This is an optimization exercise on Yosys and OpenROAD, whose aim is small area, not a production implementation. The RTL was checked by simulation tests, not by an equivalence proof against the original design. No activity file was given, so power comes from the tool's default toggle rates.

`design/flow/design.v`:
```
module pcap_multi_capture #(
    parameter int NCHAN = 4,
    parameter int DW    = 32,
    parameter int ACC_W = 64
) (
    input  logic                  clk_i,
    input  logic                  reset_i,
    input  logic                  arm_i,
    input  logic                  disarm_i,
    input  logic [1:0]            capture_edge_i,
    input  logic [5:0]            shift_sum_i,
    input  logic [2*NCHAN-1:0]    chan_mode_i,
    input  logic                  enable_i,
    input  logic                  gate_i,
    input  logic                  capture_i,
    input  logic [NCHAN*DW-1:0]   posbus_i,
    output logic [DW-1:0]         dat_o,
    output logic                  dat_valid_o,
    input  logic                  dat_ready_i,
    output logic                  actv_o,
    output logic                  done_o,
    output logic [1:0]            status_o,
    output logic [1:0]            health_o
);
    localparam int            IW       = (NCHAN > 1) ? $clog2(NCHAN) : 1;
    localparam logic [IW-1:0] LAST_IDX = IW'(NCHAN - 1);
    typedef enum logic [1:0] {
        ST_IDLE  = 2'd0,
        ST_ARMED = 2'd1,
        ST_RUN   = 2'd2,
        ST_DRAIN = 2'd3
    } state_t;
    state_t           state_q, state_d;
    logic             enable_q, enable_d, capture_q, capture_d;
    logic [NCHAN-1:0][DW-1:0]    prev_q;
    logic [NCHAN-1:0][DW-1:0]    prev_d;
    logic [NCHAN-1:0][ACC_W-1:0] acc_q;
    logic [NCHAN-1:0][ACC_W-1:0] acc_d;
    logic [NCHAN-1:0][DW-1:0]    shadow_q;
    logic [NCHAN-1:0][DW-1:0]    shadow_d;
    logic [IW-1:0]    idx_q, idx_d;
    logic [DW-1:0]    dat_q, dat_d;
    logic             dat_valid_q, dat_valid_d;
    logic             actv_q, actv_d, done_q, done_d;
    logic [1:0]       status_q, status_d, health_q, health_d, pend_q, pend_d;
    logic [DW-1:0]           sample_s   [NCHAN];
    logic [ACC_W-1:0]        sext_s     [NCHAN];
    logic [NCHAN-1:0][ACC_W-1:0]        sum_full_s;
    logic signed [ACC_W-1:0] sum_sh_s   [NCHAN];
    logic [DW-1:0]           word_s     [NCHAN];
    logic [NCHAN-1:0]        ovf_s;
    logic                    edge_s, cap_s, accept_s, frame_free_s, start_s, too_close_s;
    logic                    en_rise_s, en_fall_s, end_req_s;
    logic [1:0]              end_status_s;
    logic [IW-1:0]           nxt_idx_s;
    always_comb begin
        for (int n = 0; n < NCHAN; n++) begin
            sample_s[n]   = posbus_i[n*DW +: DW];
            sext_s[n]     = {{(ACC_W-DW){sample_s[n][DW-1]}}, sample_s[n]};
            sum_full_s[n] = acc_q[n] + (gate_i ? sext_s[n] : {ACC_W{1'b0}});
            sum_sh_s[n]   = $signed(sum_full_s[n]) >>> shift_sum_i;
            ovf_s[n]      = 1'b0;
            case (chan_mode_i[2*n +: 2])
                2'd1:    word_s[n] = sample_s[n] - prev_q[n];
                2'd2: begin
                    word_s[n] = sum_sh_s[n][DW-1:0];
                    ovf_s[n]  = (sum_sh_s[n][ACC_W-1:DW-1] != {(ACC_W-DW+1){sum_sh_s[n][DW-1]}});
                end
                default: word_s[n] = sample_s[n];
            endcase
        end
    end
    always_comb begin
        case (capture_edge_i)
            2'd1:    edge_s = ~capture_i & capture_q;
            2'd2:    edge_s = capture_i ^ capture_q;
            default: edge_s = capture_i & ~capture_q;
        endcase
        en_rise_s    = enable_i & ~enable_q;
        en_fall_s    = ~enable_i & enable_q;
        cap_s        = (state_q == ST_RUN) & enable_i & edge_s & ~disarm_i;
        accept_s     = dat_valid_q & dat_ready_i;
        frame_free_s = ~dat_valid_q | (accept_s & (idx_q == LAST_IDX));
        start_s      = cap_s & frame_free_s;
        too_close_s  = cap_s & ~frame_free_s;
        nxt_idx_s    = idx_q + 1'b1;
    end
    always_comb begin
        state_d      = state_q;
        enable_d     = enable_i;
        capture_d    = capture_i;
        prev_d       = prev_q;
        acc_d        = acc_q;
        shadow_d     = shadow_q;
        idx_d        = idx_q;
        dat_d        = dat_q;
        dat_valid_d  = dat_valid_q;
        done_d       = 1'b0;
        status_d     = status_q;
        health_d     = health_q;
        pend_d       = pend_q;
        end_req_s    = 1'b0;
        end_status_s = 2'd0;
        if (accept_s) begin
            if (idx_q == LAST_IDX) begin
                dat_valid_d = 1'b0;
            end else begin
                idx_d = nxt_idx_s;
                dat_d = shadow_q[nxt_idx_s];
            end
        end else begin
            dat_valid_d = dat_valid_q;
        end
        if (start_s) begin
            for (int n = 0; n < NCHAN; n++) begin
                shadow_d[n] = word_s[n];
                if (chan_mode_i[2*n +: 2] == 2'd1) begin
                    prev_d[n] = sample_s[n];
                end else begin
                    prev_d[n] = prev_q[n];
                end
            end
            dat_valid_d = 1'b1;
            idx_d       = '0;
            dat_d       = word_s[0];
            if ((|ovf_s) && (health_q != 2'd1)) begin
                health_d = 2'd2;
            end else begin
                health_d = health_q;
            end
        end else if (too_close_s) begin
            health_d = 2'd1;
        end else begin
            health_d = health_q;
        end
        if (state_q == ST_RUN) begin
            for (int n = 0; n < NCHAN; n++) begin
                if (start_s) begin
                    acc_d[n] = '0;
                end else if (gate_i) begin
                    acc_d[n] = acc_q[n] + sext_s[n];
                end else begin
                    acc_d[n] = acc_q[n];
                end
            end
        end else begin
            acc_d = acc_q;
        end
        case (state_q)
            ST_IDLE: begin
                if (arm_i) begin
                    state_d  = ST_ARMED;
                    health_d = 2'd0;
                    status_d = 2'd0;
                end else begin
                    state_d = ST_IDLE;
                end
            end
            ST_ARMED: begin
                if (disarm_i) begin
                    end_req_s    = 1'b1;
                    end_status_s = 2'd1;
                end else if (en_rise_s) begin
                    state_d = ST_RUN;
                    for (int n = 0; n < NCHAN; n++) begin
                        acc_d[n]  = '0;
                        prev_d[n] = sample_s[n];
                    end
                end else begin
                    state_d = ST_ARMED;
                end
            end
            ST_RUN: begin
                if (disarm_i) begin
                    end_req_s    = 1'b1;
                    end_status_s = 2'd1;
                end else if (too_close_s) begin
                    end_req_s    = 1'b1;
                    end_status_s = 2'd2;
                end else if (en_fall_s) begin
                    end_req_s    = 1'b1;
                    end_status_s = 2'd0;
                end else begin
                    state_d = ST_RUN;
                end
            end
            ST_DRAIN: begin
                end_req_s    = 1'b1;
                end_status_s = pend_q;
            end
            default: state_d = ST_IDLE;
        endcase
        if (end_req_s) begin
            if (dat_valid_d) begin
                state_d = ST_DRAIN;
                pend_d  = end_status_s;
            end else begin
                state_d  = ST_IDLE;
                done_d   = 1'b1;
                status_d = end_status_s;
            end
        end else begin
            pend_d = pend_q;
        end
        actv_d = (state_d != ST_IDLE);
    end
    always_ff @(posedge clk_i or posedge reset_i) begin
        if (reset_i) begin
            state_q     <= ST_IDLE;
            enable_q    <= 1'b0;
            capture_q   <= 1'b0;
            idx_q       <= '0;
            dat_q       <= '0;
            dat_valid_q <= 1'b0;
            actv_q      <= 1'b0;
            done_q      <= 1'b0;
            status_q    <= 2'd0;
            health_q    <= 2'd0;
            pend_q      <= 2'd0;
            for (int n = 0; n < NCHAN; n++) begin
                prev_q[n]   <= '0;
                acc_q[n]    <= '0;
                shadow_q[n] <= '0;
            end
        end else begin
            state_q     <= state_d;
            enable_q    <= enable_d;
            capture_q   <= capture_d;
            idx_q       <= idx_d;
            dat_q       <= dat_d;
            dat_valid_q <= dat_valid_d;
            actv_q      <= actv_d;
            done_q      <= done_d;
            status_q    <= status_d;
            health_q    <= health_d;
            pend_q      <= pend_d;
            for (int n = 0; n < NCHAN; n++) begin
                prev_q[n]   <= prev_d[n];
                acc_q[n]    <= acc_d[n];
                shadow_q[n] <= shadow_d[n];
            end
        end
    end
    assign dat_o       = dat_q;
    assign dat_valid_o = dat_valid_q;
    assign actv_o      = actv_q;
    assign done_o      = done_q;
    assign status_o    = status_q;
    assign health_o    = health_q;
endmodule
```
`design/flow/run.sh`:
```
#!/bin/bash
# synth_recipe.tcl (not shown) runs the flow's synth.tcl, then flattens the netlist and writes it again
# the make line also repeats each setting of config.mk as NAME=value (left out here)
make -C /OpenROAD-flow-scripts/flow DESIGN_CONFIG=/design/flow/config.mk WORK_HOME=/design/flow/orfs CLKGATE_MAP_FILE= SYNTH_SCRIPT=/design/flow/synth_recipe.tcl finish
```
`design/flow/config.mk`:
```
export PLATFORM = sky130hd
export DESIGN_NAME = pcap_multi_capture
export DESIGN_NICKNAME = pcap_multi_capture
export VERILOG_FILES = /design/flow/design.v
export SDC_FILE = /design/flow/constraint.sdc
export NUM_CORES = 4
export LEC_CHECK = 0
export CAP_MARGIN = 20
export CORE_MARGIN = 2
export CORE_UTILIZATION = 40
export SLEW_MARGIN = 40
```
`design/flow/constraint.sdc`:
```
create_clock -name core_clock -period 10.0 [get_ports {clk_i}]
set_input_delay 2.0000 -clock core_clock [delete_from_list [all_inputs] [get_ports {clk_i}]]
set_output_delay 2.0000 -clock core_clock [all_outputs]
set_load 0.01 [all_outputs]
```
==> out/results.ini <==
[status]
outcome=complete, no violations

[floorplan]
placementRows=165
die_y_um=455
fp.dieW_um=455
core_area_um2=202000
floorplan.io_pins=191
effective_utilization_at_floorplan_pct=40.2
die_area_um2=207000

[clock_network]
cts_resized=0
cts_inserted_buffers=80
worst_skew_pair.late_latency_ns=0.77
ctsHtreeMaxLevel=3
cts.repair_timing.setup_buffer_count=0
ctsLongestPathBuffers=3
tritoncts_num_sinks=559
cts.clk_slew.worst_paths_ns=0.06
cts_root_buf=clkbuf_16
cts_tree=built
ctsHoldBuffers=0

[worst_setup_path]
worst-path-buf-inv=2
path_class=in -> reg
crit_top_cell=o21ai_0
crit_path_start_kind=primary input
crit_chain=clkdlybuf4s50_1 -> nand2_1 -> inv_1 -> ha_1 -> a211oi_1 -> o21ai_0 -> o2111a_1 -> o21a_1 -> o21ai_0 -> o21ai_1 -> a21oi_1 -> xnor3_1 -> nor3_1 -> nor4b_1 -> mux2i_1 -> o21ai_0 -> nand2_1 -> nor4b_1 -> a31o_2 -> a41oi_1 -> o311a_1 -> a311o_1
critPathSlowestCell=clkdlybuf4s50_1
setup.worst_path.end_class=flip-flop
worst-path-max-fanout=8
critPathRequiredTime_ns=10.59
critical_path.max_stage_delay_ns=0.72
path_delay_family=compound AO/OA/AOI/OAI gates
arrival_ns=9.29

[sta]
skew_ns=0.0620
maxSlewViolCount=0
rsz0062_at_grt=false
timing_limited_maximum_frequency_mhz=115
period_utilization_post_route_pct=86.9
finalHoldViolCount=0
worst_slew_pin_slew_ns=0.885
max-slew-margin-rel_pct=39.5
finalSetupTns_ns=0
setup_violations=0
final_period_minus_worst_setup_slack_ns=8.69

[synth]
synthesis.area_um2=81300
syn-num-nets=11517
syn-instance-count=10840
synth_seq_cells=559
async_flop_share_pct=100
synth.largest_area_cell=dfrtp_1
synthDistinctLibCells=136
synth_enable_flop_cells=0
synthMostInstantiatedCell=nand2_1
synth_commonest_cells=nand2_1 (1230), o21ai_0 (915), nor2_1 (839), a21oi_1 (802), dfrtp_1 (559)
avgSynthCellArea_um2=7.50
largest_cells_by_area_after_synthesis=dfrtp_1 (17%), ha_1 (7.9%), nand2_1 (5.7%)
yosys_warnings=5
synth-seq-area-share_pct=17.2
ys_dominant_reg_cell=dfrtp_1
portion_of_synthesized_cell_area_occupied_by_the_leading_cell_type_pct=17.2

[job]
maxCapViolations=0

[routing]
route.final.wire_length_um=363000
first_pass_iters=9
vias_per_cell=6.49
drtAntennaViolNets=0
detail_routed_net_length_per_standard_cell_um=27.2
drc=0
drt_iter0_drc=9427
num_vias=86499

[global_route]
largest_net_degree_at_the_start_of_global_routing=150
grt_util_all_layers_pct=33.8
grt_remaining_overflow=0
via_count_of_the_first_global_routing_pass=81821
grt_first_pass_wirelength_um=537000
antenna_found_initial=42

[power]
p_leak_nw=37.9
worst_ir_drop_on_vdd_mv=0.154
power-per-cell-area_nw_per_um2=240
finalPower_mw=21.2

[cells_and_area]
post_route_cell_area_um2=88300
final_layout_size_suffix_gt1_share_pct=8.38
final_nets=11261
area_growth_syn_to_layout_pct=8.64

[placed_design]
routabilityCongestion=1.02
placed_cell_area_um2=85500
port_buffers=190
hpwl_um=282000

[worst_hold_path]
hp-class=reg -> reg

==> cells in the final DEF (no fill, tap or decap), types with 175 or more instances in the layout <==
cell | Yosys | layout
nor3_1 | 214 | 214
mux2i_1 | 427 | 426
xor2_1 | 200 | 200
o21ai_0 | 915 | 910
nand3_1 | 271 | 271
a21o_1 | 264 | 264
clkdlybuf4s50_1 | 0 | 179
a21oi_1 | 802 | 794
and2_1 | 236 | 231
xnor2_1 | 396 | 394
inv_1 | 337 | 333
nor2_1 | 839 | 822
dfrtp_1 | 559 | 558
a211oi_1 | 221 | 220
nand2_1 | 1230 | 1223
mux2_2 | 212 | 212
buf_4 | 6 | 175
ha_1 | 513 | 512
==> power breakdown <==
part | switching (mW) | internal (mW)
Combinational | 8.32 | 5.54
Sequential | 1.27 | 3.05
Clock | 1.32 | 1.71
Total | 10.9 | 10.3
==> path summary, 6_finish.rpt <==
check	endpoint	cells past startpoint	startpoint	slack [ns]
worst min register to register	shadow_q[20]$_DFFE_PP0P_	1	shadow_q[20]$_DFFE_PP0P_	0.47
worst max-delay path	health_q[1]$_DFF_PP0_	22	posbus_i[97]	1.31
worst max register to register	health_q[1]$_DFF_PP0_	21	acc_q[128]$_DFF_PP0_	3.01
min in group asynchronous	acc_q[72]$_DFF_PP0_	2	reset_i	1.68
max in group asynchronous	shadow_q[123]$_DFFE_PP0P_	5	reset_i	6.46
worst min-delay path	shadow_q[20]$_DFFE_PP0P_	1	shadow_q[20]$_DFFE_PP0P_	0.47
==> per-layer routing <==
metal	share of wire, %	track usage [%]
met5	0.019	0
met4	6.2	18.8
met3	7.4	5.38
met2	45	53.5
met1	42	43.9
==> state kept, by name, summed over array words and instances (netlist names) <==
signal	cells
dat_valid_q	1
enable_q	1
dat_q	32
acc_q	256
status_q	2
shadow_q	128
health_q	2
actv_q	1
idx_q	2
done_q	1
prev_q	128
capture_q	1
state_q	2
pend_q	2
==> cell type report <==
type,count,area (um^2)
inverter,342,1320
clock inverter,38,490
antenna,20,50.0
fill,20439,114000
multi-input combinational,9217,63400
sequential,559,14000
timing repair buffer,384,3560
clock buffer,102,2180
tap,2672,3340
==> through the flow <==
| step | hold WS (ns) | setup WS [ns] | std cells | utilization, % |
|---|---|---|---|---|
| 3_3_place_gp | 0.456 | 0.753 | 13167 | 42.2 |
| 6_report | 0.471 | 1.31 | 13334 | 43.7 |
| 3_5_place_dp | 0.461 | 0.761 | 13170 | 42.3 |
| 4_1_cts | 0.474 | 1.51 | 13310 | 43.6 |
| 5_1_grt | 0.495 | 1.10 | 13325 | 43.7 |
| 2_1_floorplan | 0.433 | 0.390 | 10840 | - |
==> worst reg2reg max path, cell delays in order, from the launching register on <==
cell	delay, ns
dfrtp_1	0.38
ha_1	0.21
inv_1	0.07
fa_1	0.42
nand2b_1	0.18
a21oi_1	0.23
o211ai_1	0.26
a2111oi_2	0.50
nor2_1	0.23
a2111oi_2	0.71
nor3_1	0.17
nor2_1	0.15
xor2_1	0.14
a221o_1	0.34
a221o_1	0.34
o21ai_0	0.50
mux2i_1	0.27
or4_1	0.57
or4_1	0.48
o22ai_1	0.24
a21oi_1	0.14
a311o_1	0.28
==> cells by family (layout without fill, tap and decap cells) <==
| kind of cell | count (synthesis) | in the layout | synth area share (%) |
|---|---|---|---|
| AOI/OAI and AO/OA | 3653 | 3653 | 29.7 |
| xor gates and xnor gates | 606 | 606 | 6.69 |
| adders and majority gates | 526 | 526 | 8.20 |
| buffers and inverters | 1064 | 866 | 5.17 |
| DFF | 559 | 559 | 17.2 |
| muxes | 747 | 747 | 11.1 |
| other | 0 | 20 | 0 |
| and+or+nand+nor | 3685 | 3685 | 21.9 |

what the ideal ports hide:
How much do the figures lean on ideal ports? The routed layout below was timed once more, with nothing changed but the port constraints.
Step 1: set_driving_cell puts a clkbuf_16 on clk_i and a buf_2 on each other input, an assumption about the parent block.
Step 2 also shifts input and output timing later by t, the mid clock arrival at the registers, as if the neighbouring blocks saw the same clock.
Three values: no drivers, after step 1, after step 2; two values: the first two.
t, ns: 0.831
setup slack, ns: 1.308 / 1.240 / 0.409
worst setup path after step 2: input to register
latest minus earliest clock arrival (ns): 0.064 / 0.063
worst slew at a driven data input, ns: 0.16
After both steps setup and hold are still met in this run. The setup slack of this run moves by -0.068 ns with the drivers and by -0.899 ns with both steps.
